This design comes from an exercise in tuning for small area, a short achievable clock period and few clock cycles per item on the open sky130 flow, not from production work.
The RTL was checked by simulation tests, not by an equivalence proof against the original design.
No activity file was given, so power comes from the tool's default toggle rates.

[flow/design.v]
package pkt_match_pkg;
  typedef logic [3-1:0]              len_t;
  typedef logic [4-1:0]         word_off_t;
  typedef logic [$clog2(8)-1:0] byte_off_t;
  typedef logic [4-1:0]              buf_id_t;
  typedef logic [8*8-1:0]       data_t;
  typedef logic [4*8-1:0]       type_val_t;
  typedef struct packed {
    logic  sop;
    logic  eop;
    len_t  length;
    data_t data;
  } pkt_word_t;
  typedef struct packed {
    pkt_word_t word;
    logic      hit;
    buf_id_t   buffer;
  } tagged_word_t;
  typedef struct packed {
    logic      valid;
    word_off_t word_off;
    data_t     value;
    buf_id_t   buffer;
  } sym_entry_t;
  typedef enum logic {
    IDLE      = 1'b0,
    IN_PACKET = 1'b1
  } match_state_t;
endpackage
module word_matcher
(
  input  logic                             clk_net,
  input  logic                             rst,
  input  logic                             in_vld,
  output logic                             in_rdy,
  input  pkt_match_pkg::pkt_word_t                        in_word,
  input  pkt_match_pkg::word_off_t                        type_word,
  input  pkt_match_pkg::byte_off_t                        type_off,
  input  pkt_match_pkg::type_val_t                        type_value,
  input  logic [4-1:0]                      sym_valid,
  input  logic [4*4-1:0]       sym_word,
  input  logic [4*8*8-1:0]     sym_value,
  input  logic [4*4-1:0]            sym_buffer,
  output logic                                            cq_push,
  output pkt_match_pkg::tagged_word_t                     cq_word,
  input  logic                                            cq_credit_ret
);
  localparam int        CRED_W  = $clog2(8 + 1);
  localparam pkt_match_pkg::word_off_t OFF_MAX = '1;
  logic                             accept;
  logic                             in_vld_r;
  pkt_match_pkg::pkt_word_t                        in_r;
  pkt_match_pkg::word_off_t                        type_word_r;
  pkt_match_pkg::byte_off_t                        type_off_r;
  pkt_match_pkg::type_val_t                        type_value_r;
  logic [4-1:0]                  sym_valid_r;
  logic [4*4-1:0]   sym_word_r;
  logic [4*8*8-1:0] sym_value_r;
  logic [4*4-1:0]        sym_buffer_r;
  pkt_match_pkg::match_state_t                     state_r;
  pkt_match_pkg::match_state_t                     state_nxt;
  pkt_match_pkg::word_off_t                        word_off_r;
  pkt_match_pkg::word_off_t                        cur_off;
  logic                             pkt_word;
  logic                             drop;
  logic                             type_seen_r;
  logic                             sym_seen_r;
  pkt_match_pkg::buf_id_t                          buf_r;
  logic [8-1:0]        valid_mask;
  logic [8-1:0]        type_pos;
  logic                             type_hit;
  logic                             sym_hit;
  pkt_match_pkg::buf_id_t                          sym_buf;
  logic                             type_acc;
  logic                             sym_acc;
  pkt_match_pkg::buf_id_t                          buf_acc;
  logic                             verdict;
  logic [CRED_W-1:0]                credits_r;
  assign in_rdy = (credits_r != '0);
  assign accept = in_vld & in_rdy;
  always_ff @(posedge clk_net) begin
    if (rst) begin
      in_vld_r <= 1'b0;
    end else begin
      in_vld_r <= accept;
    end
  end
  always_ff @(posedge clk_net) begin
    if (accept) begin
      in_r <= in_word;
    end
    if (accept && in_word.sop) begin
      type_word_r  <= type_word;
      type_off_r   <= type_off;
      type_value_r <= type_value;
      sym_valid_r  <= sym_valid;
      sym_word_r   <= sym_word;
      sym_value_r  <= sym_value;
      sym_buffer_r <= sym_buffer;
    end
  end
  always_comb begin
    pkt_word  = 1'b0;
    state_nxt = state_r;
    if (in_vld_r && (in_r.sop || state_r == pkt_match_pkg::IN_PACKET)) begin
      pkt_word  = 1'b1;
      state_nxt = in_r.eop ? pkt_match_pkg::IDLE : pkt_match_pkg::IN_PACKET;
    end
  end
  assign drop    = in_vld_r & ~pkt_word;
  assign cur_off = in_r.sop ? '0 : word_off_r;
  always_comb begin
    for (int i = 0; i < 8; i++) begin
      valid_mask[i] = (i <= int'(in_r.length));
    end
    type_pos = '0;
    for (int i = 0; i <= 4; i++) begin
      type_pos[i] = 1'b1;
      for (int j = 0; j < 4; j++) begin
        if (!valid_mask[i+j] || type_value_r[8*j +: 8] != in_r.data[8*(i+j) +: 8]) begin
          type_pos[i] = 1'b0;
        end
      end
    end
    type_hit = (cur_off == type_word_r) && (int'(type_off_r) <= 4) &&
               type_pos[type_off_r];
  end
  always_comb begin
    sym_hit = 1'b0;
    sym_buf = '0;
    for (int k = 0; k < 4; k++) begin
      if (sym_valid_r[k] && sym_word_r[k*4 +: 4] == cur_off &&
          in_r.length == 3'(8 - 1) &&
          in_r.data == sym_value_r[k*8*8 +: 8*8]) begin
        sym_hit = 1'b1;
        sym_buf = sym_buffer_r[k*4 +: 4];
      end
    end
  end
  assign type_acc = (~in_r.sop & type_seen_r) | type_hit;
  assign sym_acc  = (~in_r.sop & sym_seen_r) | sym_hit;
  assign buf_acc  = sym_hit ? sym_buf : buf_r;
  assign verdict  = in_r.eop & type_acc & sym_acc;
  assign cq_push        = pkt_word;
  assign cq_word.word   = in_r;
  assign cq_word.hit    = verdict;
  assign cq_word.buffer = verdict ? buf_acc : '0;
  always_ff @(posedge clk_net) begin
    if (rst) begin
      state_r     <= pkt_match_pkg::IDLE;
      word_off_r  <= '0;
      type_seen_r <= 1'b0;
      sym_seen_r  <= 1'b0;
    end else if (pkt_word) begin
      state_r     <= state_nxt;
      word_off_r  <= (cur_off == OFF_MAX) ? OFF_MAX : cur_off + 1'b1;
      type_seen_r <= type_acc;
      sym_seen_r  <= sym_acc;
    end
  end
  always_ff @(posedge clk_net) begin
    if (pkt_word) begin
      buf_r <= buf_acc;
    end
  end
  always_ff @(posedge clk_net) begin
    if (rst) begin
      credits_r <= CRED_W'(8);
    end else begin
      credits_r <= credits_r - CRED_W'(accept) + CRED_W'(cq_credit_ret) + CRED_W'(drop);
    end
  end
endmodule
module tag_fifo
(
  input  logic                        clk_net,
  input  logic                        rst,
  input  logic                        cq_push,
  input  pkt_match_pkg::tagged_word_t cq_word,
  output logic                        cq_credit_ret,
  output logic                        rd_not_empty,
  output pkt_match_pkg::tagged_word_t rd_head,
  input  logic                        rd_pop
);
  localparam int DEPTH = 8;
  localparam int PTR_W = (DEPTH > 1) ? $clog2(DEPTH) : 1;
  localparam int CNT_W = $clog2(DEPTH + 1);
  localparam int WORD_W = 2 + 3 + 8*8 + 1 + 4;
  logic [WORD_W-1:0]           mem [0:DEPTH-1];
  logic [PTR_W-1:0]            wr_ptr_r;
  logic [PTR_W-1:0]            rd_ptr_r;
  logic [CNT_W-1:0]            count_r;
  function automatic logic [PTR_W-1:0] ptr_inc(input logic [PTR_W-1:0] ptr);
    ptr_inc = (ptr == PTR_W'(DEPTH - 1)) ? '0 : ptr + 1'b1;
  endfunction
  always_ff @(posedge clk_net) begin
    if (cq_push) begin
      mem[wr_ptr_r] <= cq_word;
    end
  end
  always_ff @(posedge clk_net) begin
    if (rst) begin
      wr_ptr_r <= '0;
      rd_ptr_r <= '0;
      count_r  <= '0;
    end else begin
      if (cq_push) begin
        wr_ptr_r <= ptr_inc(wr_ptr_r);
      end
      if (rd_pop) begin
        rd_ptr_r <= ptr_inc(rd_ptr_r);
      end
      count_r <= count_r + CNT_W'(cq_push) - CNT_W'(rd_pop);
    end
  end
  assign rd_not_empty = (count_r != '0);
  assign rd_head      = mem[rd_ptr_r];
  assign cq_credit_ret = rd_pop;
endmodule
module egress_stage
(
  input  logic                        clk_net,
  input  logic                        rst,
  input  logic                        out_rdy,
  output logic                        out_vld,
  output pkt_match_pkg::tagged_word_t out_word,
  input  logic                        rd_not_empty,
  input  pkt_match_pkg::tagged_word_t rd_head,
  output logic                        rd_pop
);
  logic load;
  assign load   = rd_not_empty & (~out_vld | out_rdy);
  assign rd_pop = load;
  always_ff @(posedge clk_net) begin
    if (rst) begin
      out_vld <= 1'b0;
    end else if (load) begin
      out_vld <= 1'b1;
    end else if (out_rdy) begin
      out_vld <= 1'b0;
    end
  end
  always_ff @(posedge clk_net) begin
    if (load) begin
      out_word <= rd_head;
    end
  end
endmodule
module pkt_match_top
(
  input  logic                                        clk_net,
  input  logic                                        rst,
  input  logic                                        in_vld,
  output logic                                        in_rdy,
  input  logic                                        in_sop,
  input  logic                                        in_eop,
  input  logic [3-1:0]                        in_length,
  input  logic [8*8-1:0]                 in_data,
  input  logic [4-1:0]                   type_word,
  input  logic [$clog2(8)-1:0]           type_off,
  input  logic [4*8-1:0]                 type_value,
  input  logic [4-1:0]                  sym_valid,
  input  logic [4*4-1:0]   sym_word,
  input  logic [4*8*8-1:0] sym_value,
  input  logic [4*4-1:0]        sym_buffer,
  input  logic                                        out_rdy,
  output logic                                        out_vld,
  output logic                                        out_sop,
  output logic                                        out_eop,
  output logic [3-1:0]                        out_length,
  output logic [8*8-1:0]                 out_data,
  output logic                                        out_hit,
  output logic [4-1:0]                        out_buffer
);
  pkt_match_pkg::pkt_word_t                        in_word;
  pkt_match_pkg::tagged_word_t                     out_word;
  logic                        cq_push;
  pkt_match_pkg::tagged_word_t cq_word;
  logic                        cq_credit_ret;
  logic                        rd_not_empty;
  pkt_match_pkg::tagged_word_t rd_head;
  logic                        rd_pop;
  assign in_word.sop    = in_sop;
  assign in_word.eop    = in_eop;
  assign in_word.length = in_length;
  assign in_word.data   = in_data;
  word_matcher u_matcher (
    .clk_net    (clk_net),
    .rst        (rst),
    .in_vld     (in_vld),
    .in_rdy     (in_rdy),
    .in_word    (in_word),
    .type_word  (type_word),
    .type_off   (type_off),
    .type_value (type_value),
    .sym_valid  (sym_valid),
    .sym_word   (sym_word),
    .sym_value  (sym_value),
    .sym_buffer (sym_buffer),
    .cq_push       (cq_push),
    .cq_word       (cq_word),
    .cq_credit_ret (cq_credit_ret)
  );
  tag_fifo u_fifo (
    .clk_net (clk_net),
    .rst     (rst),
    .cq_push       (cq_push),
    .cq_word       (cq_word),
    .cq_credit_ret (cq_credit_ret),
    .rd_not_empty  (rd_not_empty),
    .rd_head       (rd_head),
    .rd_pop        (rd_pop)
  );
  egress_stage u_egress (
    .clk_net  (clk_net),
    .rst      (rst),
    .out_rdy  (out_rdy),
    .out_vld  (out_vld),
    .out_word (out_word),
    .rd_not_empty (rd_not_empty),
    .rd_head      (rd_head),
    .rd_pop       (rd_pop)
  );
  assign out_sop    = out_word.word.sop;
  assign out_eop    = out_word.word.eop;
  assign out_length = out_word.word.length;
  assign out_data   = out_word.word.data;
  assign out_hit    = out_word.hit;
  assign out_buffer = out_word.buffer;
endmodule
[flow/run.sh]
#!/bin/bash
# synth_recipe.tcl (not shown) runs the flow's synth.tcl, then flattens the netlist and writes it again
# the make line also repeats each setting of config.mk as NAME=value (left out here)
make -C /OpenROAD-flow-scripts/flow DESIGN_CONFIG=/design/flow/config.mk WORK_HOME=/design/flow/orfs CLKGATE_MAP_FILE= SYNTH_SCRIPT=/design/flow/synth_recipe.tcl finish
[flow/constraint.sdc]
create_clock -name core_clock -period 4.5 [get_ports {clk_net}]
set_input_delay 0.9000 -clock core_clock [delete_from_list [all_inputs] [get_ports {clk_net}]]
set_output_delay 0.9000 -clock core_clock [all_outputs]
set_load 0.01 [all_outputs]
[flow/config.mk]
export PLATFORM = sky130hd
export DESIGN_NAME = pkt_match_top
export DESIGN_NICKNAME = pkt_match_top
export VERILOG_FILES = /design/flow/design.v
export SDC_FILE = /design/flow/constraint.sdc
export NUM_CORES = 4
export LEC_CHECK = 0
export CAP_MARGIN = 20
export CORE_MARGIN = 2
export CORE_UTILIZATION = 40
export SLEW_MARGIN = 20
==> metrics.md <==
| Metric | Value |
|---|---|
| Crit Path Max Fanout | `8` |
| Achievable clock frequency | `239.2 MHz` |
| Net Sw Power | `7835 uW` |
| Max Cap Viol | `0` |
| Pwr/cell area | `520.2 nW/um^2` |
| GRT Util Overall | `0.2575` |
| Num rows | `121` |
| Min-Delay Path Class | `register to register` |
| Final setup fails | `0` |
| Routed WL per cell | `33.20 um` |
| Layout cell share with drive strength beyond 1 | `0.1768` |
| Data required, critical path | `4920 ps` |
| Worst slew margin | `0.2741` |
| DP HPWL | `103700 um` |
| Via/cell ratio | `5.607` |
| Clock Skews | `25.60 ps` |
| Min Tclk post-route | `4181 ps` |
| Longest Clk Path Bufs | `3` |
| Unrepaired setup endpoints after global routing | `false` |
| Int Pwr | `20440 uW` |
| Sequential fraction of the synthesis area | `0.7448` |
| Post-CTS Resized | `0` |
| DRT Wirelength | `145400 um` |
| Clock power frac | `0.309` |
| Vias in the first global route | `24940` |
| Max stage delay on crit path | `930 ps` |
| Leading area contributor after synthesis | `edfxtp_1` |
| Root Driver | `clkbuf_16` |
| Worst VDD drop | `0.4424 mV` |
| Sw Ratio | `0.2771` |
| Status | `no timing/DRC/antenna violations` |
| Clk sinks | `1093` |
| Synth cell types | `67` |
| Post-Syn Area | `43760 um^2` |
| Die width | `334.8 um` |
| LEAKAGE | `0.01751 uW` |
| IO Pins | `480` |
| First-pass GRT wire length | `197900 um` |
| Synth-to-layout area growth | `24.21%` |
| Initial Utilization | `0.4026` |
| Initial antenna violation count | `3` |
| Syn nets | `2733` |
| Worst setup SP type | `register` |
| Share of flip-flops with an asynchronous set or reset | `0` |
| Final instance area | `54350 um^2` |
| Post-route DRC | `0` |
| Post-synth top area share | `0.7342` |
| Register bit total from synthesis | `1093` |
| Worst-path clk slew | `60 ps` |
| Core ar. | `108700 um^2` |
| DRT antenna net count | `0` |
| H-Tree Depth | `3` |
| Power Total | `28280 uW` |
| Comb power frac | `0.212` |
| Post-synth EDFFs | `1070` |
| Endpoint class of the critical path | `register` |
| Die Y | `334.8 um` |
| Clk Latency, worst-skew pair | `690 ps` |
| Crit path kind | `register to register` |
| Final hold vios | `0` |
| Syn Inst Count | `2312` |
| Register share of total power | `0.480` |
| Detailed-router iteration count before antenna repair | `5` |
| CTS tree | `built` |
| Largest net degree at the start of global routing | `95` |
| Pins Over Slew Limit | `0` |
| Core Util, Final | `0.5000` |
| Synth area leaders | `edfxtp_1, mux4_2, xor2_1` |
| Sequence of cells on the critical path | `inv_1 -> a2111oi_0 -> nand4_1 -> nor4_1 -> buf_4 -> and2_1 -> nand3_1 -> a221o_1 -> a21oi_1` |
| Setup TNS Final | `0 ps` |
| Kind of cell adding the most delay to the critical path | `compound AO/OA/AOI/OAI gates` |
| Post-DP Area | `50920 um^2` |
| Placer Congestion | `0.9099` |
| Mapped Avg Cell Area | `18.93 um^2` |
| Buffers & Inverters on Critical Path | `2` |
| NumNets Final | `3295` |
| Top FF cell, synth | `edfxtp_1` |
| DRT iter0 DRCs | `2516` |
| Input/output buffers | `479` |
| Die ar. | `112100 um^2` |
| WP data arrival | `4600 ps` |
| CTS Buf Count | `109` |
| Vias | `24550` |
| Crit-path slowest cell | `edfxtp_1` |
| Tcrit/Tclk final | `0.9291` |
| Total grt overflow | `0` |
| Ys Warns | `3` |
| Worst-margin pin slew | `1089 ps` |
==> layout make-up <==
type	instances	area [um^2]
multi-input cells	1016	10450
well taps	1414	1769
repair buffers	600	5942
diodes	2	5.005
clock inverters	61	506.7
fillers	8819	54350
inverters	54	202.7
clock buffers	139	2882
flip-flops and latches	1093	32600
==> synth_stat cells (5+ instances only) <==
master     number
nor3_1         14
ha_1           14
nor4_1         60
mux2_2         74
a21oi_1        22
nand4_1        50
edfxtp_1     1070
nor2_1         34
and3_1          7
nand2b_1       18
o2111ai_1       6
clkbuf_1       98
nand2_1        20
a2111oi_0       8
o32ai_1         7
dfxtp_1        23
buf_1          29
nor4bb_1        8
buf_6           6
nor2b_1        40
buf_2          14
nand3_1        12
a31oi_1        12
inv_1          54
a221oi_1        6
o22ai_1         6
a211oi_1        5
o221ai_1        6
xnor2_1       157
mux4_2        148
xor2_1        218
==> what timing repair did <==
action                     CTS  global route
buffers inserted             0             5
setup endpoints to repair    0            18
hold buffers                 0             0
==> worst reg2reg max path, stage by stage (launching register included) <==
cell and delay (ps):
edfxtp_1 930, inv_1 250, a2111oi_0 670, nand4_1 250, nor4_1 450, buf_4 210, and2_1 230, nand3_1 110
a221o_1 370, a21oi_1 450
==> final timing paths <==
check / slack [ps] / startpoint / cells after the start / to
setup reg to reg: 320 / u_matcher.in_r[25] / 9 / u_fifo.mem[7][1]
setup / recovery: 320 / u_matcher.in_r[25] / 9 / u_fifo.mem[7][1]
hold reg to reg: 470 / u_matcher.sym_seen_r / 2 / u_matcher.sym_seen_r
hold / removal: 470 / u_matcher.sym_seen_r / 2 / u_matcher.sym_seen_r
==> stage by stage <==
step	std cells	hold WS, ps	setup slack, ps
after floorplan	2312	427.3	-1027
after global placement	4168	440.2	248.0
after detailed placement	4172	459.6	272.0
after CTS	4372	467.9	212.7
after global routing	4377	493.8	186.1
final	4379	468.9	319.0
==> kinds of logic (layout without fill, tap and decap cells) <==
| kind of cell | Yosys count | count (layout) | synth area share |
|---|---|---|---|
| buf+inv | 203 | 854 | 0.01901 |
| mux | 224 | 224 | 0.09567 |
| other cells | 0 | 2 | 0 |
| fa+ha+maj | 17 | 17 | 0.005375 |
| compound gates | 111 | 111 | 0.02059 |
| simple gates | 289 | 289 | 0.03954 |
| xor+xnor | 375 | 375 | 0.07505 |
| flops | 1093 | 1093 | 0.7448 |
==> routing by layer <==
layer	up-vias	part of all wire	GRT usage	wire length, um
met2	1132	0.48	0.4197	69910
li1	10160	-	-	-
met5	-	0	0	0
met4	0	0.031	0.08215	4471
met3	183	0.062	0.03475	8953
met1	13080	0.43	0.3599	62040
==> cell usage in the layout (no fill, tap or decap), types with 50 or more instances in the layout <==
cell type and instances:
xor2_1 218, buf_4 100, clkdlybuf4s50_1 479, nor4_1 58
inv_1 54, edfxtp_1 1070, mux4_2 148, nand4_1 50
xnor2_1 157, mux2_2 74, clkbuf_16 110
==> power groups by stage <==
stage | Combinational, uW | Clock (uW) | Sequential, uW
floorplan | 3410 | 0 | 13200
global placement | 5970 | 0 | 13800
detailed placement | 6050 | 0 | 13800
CTS | 6080 | 8870 | 13600
global route | 6370 | 9240 | 13600
finish | 5990 | 8730 | 13600
==> sequential cells by signal (all words and copies together) (netlist names), 16 cells and up <==
name,flops
u_egress.out_word,74
u_fifo.mem,592
u_matcher.in_r,69
u_matcher.sym_buffer_r,16
u_matcher.sym_value_r,256
u_matcher.sym_word_r,16
u_matcher.type_value_r,32
Testbench counts, summed over its fixed seeds: cycles 16,365, words 13,509.

-- port drivers added, routing unchanged --
No port has a modelled driver above. Below, the same layout with a new extraction and two added sets of constraints. Step 1, drivers: a clkbuf_16 drives clk_net and a buf_2 each remaining input, both assumed. Step 2 adds t to the input delays and takes it off the output delays; t is the mean of the earliest and latest rising clock arrival at the registers after step 1. Input paths then give back, and output paths get back, about the clock's delay inside the block. Three values: ideal ports, drivers, drivers and shift; two values: the first two.
t (ns): 0.754
setup slack, ns: 0.319 / 0.319 / 0.319
latest minus earliest clock arrival (ns): 0.026 / 0.027
worst slew at a driven data input, ns: 0.08
cell pins on the clock port's net: 1
After both steps this run still meets setup and hold. The setup slack of this run moves by 0.000 ns with the drivers and by 0.000 ns with both steps.
